This is an optimization exercise on Yosys and OpenROAD, whose aim is small area, not a production implementation.
Function was checked by simulation only, so behaviour that the tests miss may differ from the original.
No activity file was given, so power comes from the tool's default toggle rates.

// requant_top
module requant_top
#(
    parameter int DN     = 6,
    parameter int GROUPS = 4
) (
    input  logic                        clk,
    input  logic                        rst_n,
    input  logic [DN*ACC_W-1:0]         acc_data,
    input  logic                        acc_valid,
    input  logic [$clog2(GROUPS)-1:0]   grp,
    input  logic [SHIFT_W-1:0]          n,
    input  logic                        relu_en,
    input  logic                        scale_we,
    input  logic [$clog2(GROUPS)-1:0]   scale_addr,
    input  logic [DN*MANT_W-1:0]        scale_wdata,
    output logic [DN*ACT_W-1:0]         act_data,
    output logic                        act_valid
);
Size in the first run: about 3,200 cells after synthesis, roughly 360 flip-flops, about 250 I/O pins.
==> flow/config.mk <==
export PLATFORM = sky130hd
export DESIGN_NAME = requant_top
export DESIGN_NICKNAME = requant_top
export VERILOG_FILES = /design/flow/design.v
export SDC_FILE = /design/flow/constraint.sdc
export NUM_CORES = 4
export LEC_CHECK = 0
export CAP_MARGIN = 20
export CORE_MARGIN = 2
export CORE_UTILIZATION = 40
export CTS_BUF_LIST = sky130_fd_sc_hd__clkbuf_4 sky130_fd_sc_hd__clkbuf_8
export GPL_TIMING_DRIVEN = 0
export PLACE_DENSITY = 0.75
export SLEW_MARGIN = 20
export SYNTH_HIERARCHICAL = 1
==> flow/constraint.sdc <==
create_clock -name core_clock -period 6.5 [get_ports {clk}]
set_input_delay 1.3000 -clock core_clock [delete_from_list [all_inputs] [get_ports {clk}]]
set_output_delay 1.3000 -clock core_clock [all_outputs]
set_load 0.01 [all_outputs]
standard.sh (not shown) runs the stock make flow with config.mk's settings and CLKGATE_MAP_FILE= SYNTH_SCRIPT=/design/flow/synth_recipe.tcl, a recipe that flattens the netlist after the stock synthesis.
==> flow/flow/run.sh <==
#!/bin/bash
# Standard ORFS layout with two changes: ports are buffered with the smallest
# buffer instead of a delay cell, and after global-route timing repair the
# non-critical cells are downsized again (ORFS power recovery), followed by a
# design repair so no slew or capacitance limit is left broken.
set -euo pipefail
here=$(pwd)
export BUFFER_PORTS_ARGS="-buffer_cell sky130_fd_sc_hd__buf_1"
export RECOVER_POWER=100
export POST_GLOBAL_ROUTE_TCL="$here/flow/post_grt.tcl"
bash standard.sh > standard.log 2>&1
==> flow/flow/post_grt.tcl <==
# after power recovery: fix any slew / capacitance limit it broke, and any
# setup path it slowed too far, then legalize and reroute what changed
global_route -start_incremental
repair_design -slew_margin $::env(SLEW_MARGIN) -cap_margin $::env(CAP_MARGIN)
repair_timing -setup -setup_margin 0.05 -repair_tns 100
detailed_placement
global_route -end_incremental
estimate_parasitics -global_routing
report_check_types -max_slew -max_capacitance -violators
report_worst_slack -max
The first run produced a clean layout.
Edit:
==> flow/flow/run.sh (replaced) <==
#!/bin/bash
set -euo pipefail
here=$(pwd)
export BUFFER_PORTS_ARGS="-buffer_cell sky130_fd_sc_hd__buf_1"
export CTS_ARGS="-sink_clustering_enable -repair_clock_nets -dont_use_dummy_load -buf_list sky130_fd_sc_hd__clkbuf_8 -sink_clustering_size 16 -sink_clustering_max_diameter 80"
export RECOVER_POWER=100
export POST_GLOBAL_ROUTE_TCL="$here/flow/post_grt.tcl"
bash standard.sh > standard.log 2>&1
--- a/flow/config.mk
+++ b/flow/config.mk
@@ -9,7 +9,5 @@
 export CORE_MARGIN = 2
 export CORE_UTILIZATION = 40
-export CTS_BUF_LIST = sky130_fd_sc_hd__clkbuf_4 sky130_fd_sc_hd__clkbuf_8
 export GPL_TIMING_DRIVEN = 0
-export PLACE_DENSITY = 0.75
 export SLEW_MARGIN = 20
 export SYNTH_HIERARCHICAL = 1
Effect: The new run went through all stages and came out clean; hold slack loses 0.0079 ns; cell area shrinks by 2.3%; final cell count shrinks by 1.8%; die area is unchanged; synthesized cell count stays the same; routed wire length stays flat; via count shrinks by 2.7%; area after synthesis is unchanged; setup slack loses 0.0045 ns; clock power shrinks by 49%; core utilization shrinks by 1.0 points.

## v50
requant_top again, from the RTL that the note above started with.
Design requant_top, start of the top module:
module requant_top
#(
    parameter int DN     = 6,
    parameter int GROUPS = 4
) (
    input  logic                        clk,
    input  logic                        rst_n,
    input  logic [DN*ACC_W-1:0]         acc_data,
    input  logic                        acc_valid,
    input  logic [$clog2(GROUPS)-1:0]   grp,
    input  logic [SHIFT_W-1:0]          n,
    input  logic                        relu_en,
    input  logic                        scale_we,
    input  logic [$clog2(GROUPS)-1:0]   scale_addr,
    input  logic [DN*MANT_W-1:0]        scale_wdata,
    output logic [DN*ACT_W-1:0]         act_data,
    output logic                        act_valid
);
==> flow/config.mk <==
export PLATFORM = sky130hd
export DESIGN_NAME = requant_top
export DESIGN_NICKNAME = requant_top
export VERILOG_FILES = /design/flow/design.v
export SDC_FILE = /design/flow/constraint.sdc
export NUM_CORES = 4
export LEC_CHECK = 0
export CAP_MARGIN = 20
export CORE_MARGIN = 2
export CORE_UTILIZATION = 40
export GPL_TIMING_DRIVEN = 0
export SLEW_MARGIN = 20
export SYNTH_HIERARCHICAL = 1
==> flow/constraint.sdc <==
create_clock -name core_clock -period 6.5 [get_ports {clk}]
set_input_delay 1.3000 -clock core_clock [delete_from_list [all_inputs] [get_ports {clk}]]
set_output_delay 1.3000 -clock core_clock [all_outputs]
set_load 0.01 [all_outputs]
==> flow/flow/run.sh <==
#!/bin/bash
set -euo pipefail
here=$(pwd)
export BUFFER_PORTS_ARGS="-buffer_cell sky130_fd_sc_hd__buf_1"
export CTS_ARGS="-sink_clustering_enable -repair_clock_nets -dont_use_dummy_load -buf_list sky130_fd_sc_hd__clkbuf_4 -sink_clustering_size 10 -sink_clustering_max_diameter 50"
export RECOVER_POWER=100
export POST_GLOBAL_ROUTE_TCL="$here/flow/post_grt.tcl"
bash standard.sh > standard.log 2>&1
Scripts as last shown in full above: flow/flow/post_grt.tcl
Inputs modified between v50 and v30:
-- flow/flow/run.sh --
<<< v50, line 5
export CTS_ARGS="-sink_clustering_enable -repair_clock_nets -dont_use_dummy_load -buf_list sky130_fd_sc_hd__clkbuf_4 -sink_clustering_size 10 -sink_clustering_max_diameter 50"
>>> v30, line 5
export CTS_ARGS="-sink_clustering_enable -repair_clock_nets -dont_use_dummy_load -buf_list sky130_fd_sc_hd__clkbuf_8 -sink_clustering_size 12 -sink_clustering_max_diameter 60"
--- outcome ---
v30 ended with every stage complete and zero timing, DRC or antenna violations.
Power consumption in v30 is 300 µW higher than in v50
For the power spent charging and discharging nets, v30 came in 0.90% higher than v50 did.
Data arrival time of the worst path: v30 vs v50 down 0.19 ns
Setup changes, v30 to v15
==> flow/flow/run.sh <==
#!/bin/bash
# Standard ORFS layout with two changes: ports are buffered with the smallest
# buffer instead of a delay cell, and after global-route timing repair the
# non-critical cells are downsized again (ORFS power recovery), followed by a
# design repair so no slew or capacitance limit is left broken.
set -euo pipefail
here=$(pwd)
export BUFFER_PORTS_ARGS="-buffer_cell sky130_fd_sc_hd__buf_1"
export RECOVER_POWER=100
export POST_GLOBAL_ROUTE_TCL="$here/flow/post_grt.tcl"
bash standard.sh > standard.log 2>&1
-- flow/flow/post_grt.tcl --
<<< v30, line 1
# after power recovery: fix any slew / capacitance limit it broke, and any
# setup path it slowed too far, then legalize and reroute what changed
>>> v15, line 1
# after power recovery: fix any slew / capacitance limit it broke
<<< v30, line 5
repair_timing -setup -setup_margin 0.05 -repair_tns 100
>>> v15, line 4
==> run summary <==
v15 completed end to end with timing, DRC and antenna clean.
Summary of v15 over v30: timing-limited maximum frequency now smaller, met2 wirelength from detailed routing comparable, global-route usage over all layers comparable, wire length of the first global-routing pass now larger, area overhead of the layout relative to synthesis now larger.
Changes observed in v15 relative to v30: die area held steady, final design area excluding fillers shows an increase of 2.0%.
Re critical path data arrival time: v15 and v30 aren't equal, and the higher value belongs to v15.
What v33 does differently from v15 at the input level:
-- flow/flow/post_grt.tcl --
<<< v15, line 1
# after power recovery: fix any slew / capacitance limit it broke
>>> v33, line 1
# after power recovery: fix any slew / capacitance limit it broke, and any
# setup path it slowed too far, then legalize and reroute what changed
<<< v15, line 4
>>> v33, line 5
repair_timing -setup -setup_margin 0.05 -repair_tns 100
-- flow/config.mk --
<<< v15, line 11
>>> v33, line 11
export CTS_BUF_LIST = sky130_fd_sc_hd__clkbuf_4 sky130_fd_sc_hd__clkbuf_8
Setup slack of the worst register-to-register path deteriorates in v33 relative to v15.
v15 → v33: area growth from synthesis to layout now sits lower, total number of vias now sits higher.

requant_top, a different RTL version from the one above (not shown whole).
Size in the first run: about 360 flip-flops, about 250 I/O pins, about 33000 um^2 of cells after synthesis.
Settings: LEC_CHECK=0, CAP_MARGIN=5, CORE_MARGIN=2, CORE_UTILIZATION=55, GPL_TIMING_DRIVEN=0, PLACE_DENSITY=0.7, SLEW_MARGIN=5, SYNTH_HIERARCHICAL=1; clock period 6.5 ns.
==> flow/flow/run.sh <==
#!/bin/bash
set -euo pipefail
here=$(pwd)
export BUFFER_PORTS_ARGS="-buffer_cell sky130_fd_sc_hd__buf_1"
export CTS_ARGS="-sink_clustering_enable -repair_clock_nets -dont_use_dummy_load -buf_list sky130_fd_sc_hd__clkbuf_4 -sink_clustering_size 10 -sink_clustering_max_diameter 50"
export RECOVER_POWER=100
export POST_GLOBAL_ROUTE_TCL="$here/flow/post_grt.tcl"
export PRE_GLOBAL_PLACE_TCL="$here/flow/pre_gpl.tcl"
bash standard.sh > standard.log 2>&1
==> flow/flow/post_grt.tcl <==
# after power recovery: fix any slew / capacitance limit it broke, and any
# setup path it slowed too far, then legalize and reroute what changed
global_route -start_incremental
repair_design -slew_margin $::env(SLEW_MARGIN) -cap_margin $::env(CAP_MARGIN)
repair_timing -setup -setup_margin 0.05 -repair_tns 100
detailed_placement
global_route -end_incremental
estimate_parasitics -global_routing
report_check_types -max_slew -max_capacitance -violators
report_worst_slack -max
==> flow/flow/pre_gpl.tcl <==
# drop the buffers synthesis inserted; placement-aware repair re-buffers
# where a net needs it
remove_buffers
Then changed:
--- a/flow/flow/run.sh
+++ b/flow/flow/run.sh
@@ -8 +7,0 @@
-export PRE_GLOBAL_PLACE_TCL="$here/flow/pre_gpl.tcl"
Settings changed: CAP_MARGIN 5 to 20, CORE_UTILIZATION 55 to 40, PLACE_DENSITY 0.7 to unset, SLEW_MARGIN 5 to 20.
removed: flow/flow/pre_gpl.tcl
Sequential share of layout area went down by 0.84 points.
Utilization went down by 14 points.
Final area went up by 3.2%.
Worst setup slack improves by 40 ps.
Global-route usage went down by 6.7 points.
Power went up by 0.93%.
Die area went up by 37%.
Area after synthesis is unchanged.
Clock skew went up by 20 ps.
Sequential power went down by about 5%.
Then changed:
--- a/flow/flow/run.sh
+++ b/flow/flow/run.sh
@@ -7,0 +8 @@
+export PRE_GLOBAL_PLACE_TCL="$here/flow/pre_gpl.tcl"
==> flow/flow/pre_gpl.tcl (new file) <==
# drop the buffers synthesis inserted; placement-aware repair re-buffers
# where a net needs it
remove_buffers
Settings changed: CAP_MARGIN 20 to 0, SLEW_MARGIN 20 to 0.
The changed run produced a clean layout.
Design area shrinks by a few percent.
Setup slack loses 110 ps.
Cell count shrinks by a few percent.
Die area stays the same.
Sequential cell count is unchanged.
Total power shrinks slightly.
Then changed:
--- a/flow/flow/run.sh
+++ b/flow/flow/run.sh
@@ -5 +5 @@
-export CTS_ARGS="-sink_clustering_enable -repair_clock_nets -dont_use_dummy_load -buf_list sky130_fd_sc_hd__clkbuf_4 -sink_clustering_size 10 -sink_clustering_max_diameter 50"
+export CTS_ARGS="-sink_clustering_enable -repair_clock_nets -dont_use_dummy_load -buf_list sky130_fd_sc_hd__clkbuf_2 -sink_clustering_size 6 -sink_clustering_max_diameter 40"
Settings changed: CAP_MARGIN 0 to 5, SLEW_MARGIN 0 to 5.
- combinational power is about the same
- count of clock-buffer cells in the layout went up by 29
- critical path depth is unchanged
- die area is unchanged
- synthesized cell count is unchanged
- setup slack gains 130 ps
- core utilization hardly moves
Then changed:
--- a/flow/flow/run.sh
+++ b/flow/flow/run.sh
@@ -5 +5 @@
-export CTS_ARGS="-sink_clustering_enable -repair_clock_nets -dont_use_dummy_load -buf_list sky130_fd_sc_hd__clkbuf_2 -sink_clustering_size 6 -sink_clustering_max_diameter 40"
+export CTS_ARGS="-sink_clustering_enable -repair_clock_nets -dont_use_dummy_load -buf_list sky130_fd_sc_hd__clkbuf_4 -sink_clustering_size 10 -sink_clustering_max_diameter 50"
=> Power is about the same; area after synthesis is unchanged; worst setup slack gets worse by 5.7 ps; core utilization stays flat; clock-buffer cell count falls by 28; via count falls by about 0.43%; first-iteration DRC count rises by 2.4%; clock skew falls by 24 ps; final cell count falls by 0.60%; global-route usage falls by 0.13 points.

re-timing with driven ports:
The results above use ideal ports. As a check the final layouts listed here were re-extracted and re-timed, cells and wires unchanged. Step 1: set_driving_cell puts a clkbuf_16 on clk and a buf_2 on each other input, an assumption about the parent block. Step 2 moves the port delays by t, midway between the first and last clock arrival at a register: inputs arrive t later, outputs are due t later. That takes back most of the time a late clock gives input paths. Slacks: ideal / step 1 / step 2; pairs: ideal / step 1.
| run | t (ns) | setup WS [ns] | worst register clock-pin slew, ns |
|---|---|---|---|
| the first run of note 1 | 0.707 | 0.198 / 0.237 / -0.469 | 0.07 / 0.07 |
| the second run of note 1 | 0.692 | 0.193 / 0.234 / -0.458 | 0.10 / 0.10 |
| v50 | 0.802 | 0.280 / 0.273 / -0.487 | 0.11 / 0.11 |
| v30 | 0.637 | 0.259 / 0.299 / -0.338 | 0.08 / 0.08 |
| v15 | 0.627 | 0.172 / 0.220 / -0.408 | 0.07 / 0.07 |
| v33 | 0.712 | 0.229 / 0.265 / -0.447 | 0.08 / 0.08 |
| the first run of note 3 | 0.833 | 0.233 / 0.269 / -0.564 | 0.11 / 0.11 |
| the second run of note 3 | 0.819 | 0.273 / 0.308 / -0.510 | 0.11 / 0.11 |
| the third run of note 3 | 0.835 | 0.159 / 0.197 / -0.638 | 0.11 / 0.11 |
| the fourth run of note 3 | 1.012 | 0.294 / 0.328 / -0.683 | 0.12 / 0.12 |
| the fifth run of note 3 | 0.833 | 0.288 / 0.322 / -0.510 | 0.11 / 0.11 |
Met with ideal ports but missed after step 2: setup timing in every run listed. For the fourth run of note 3, which loses most, drivers alone change the setup slack by +0.034 ns; drivers and shift together by -0.977 ns.
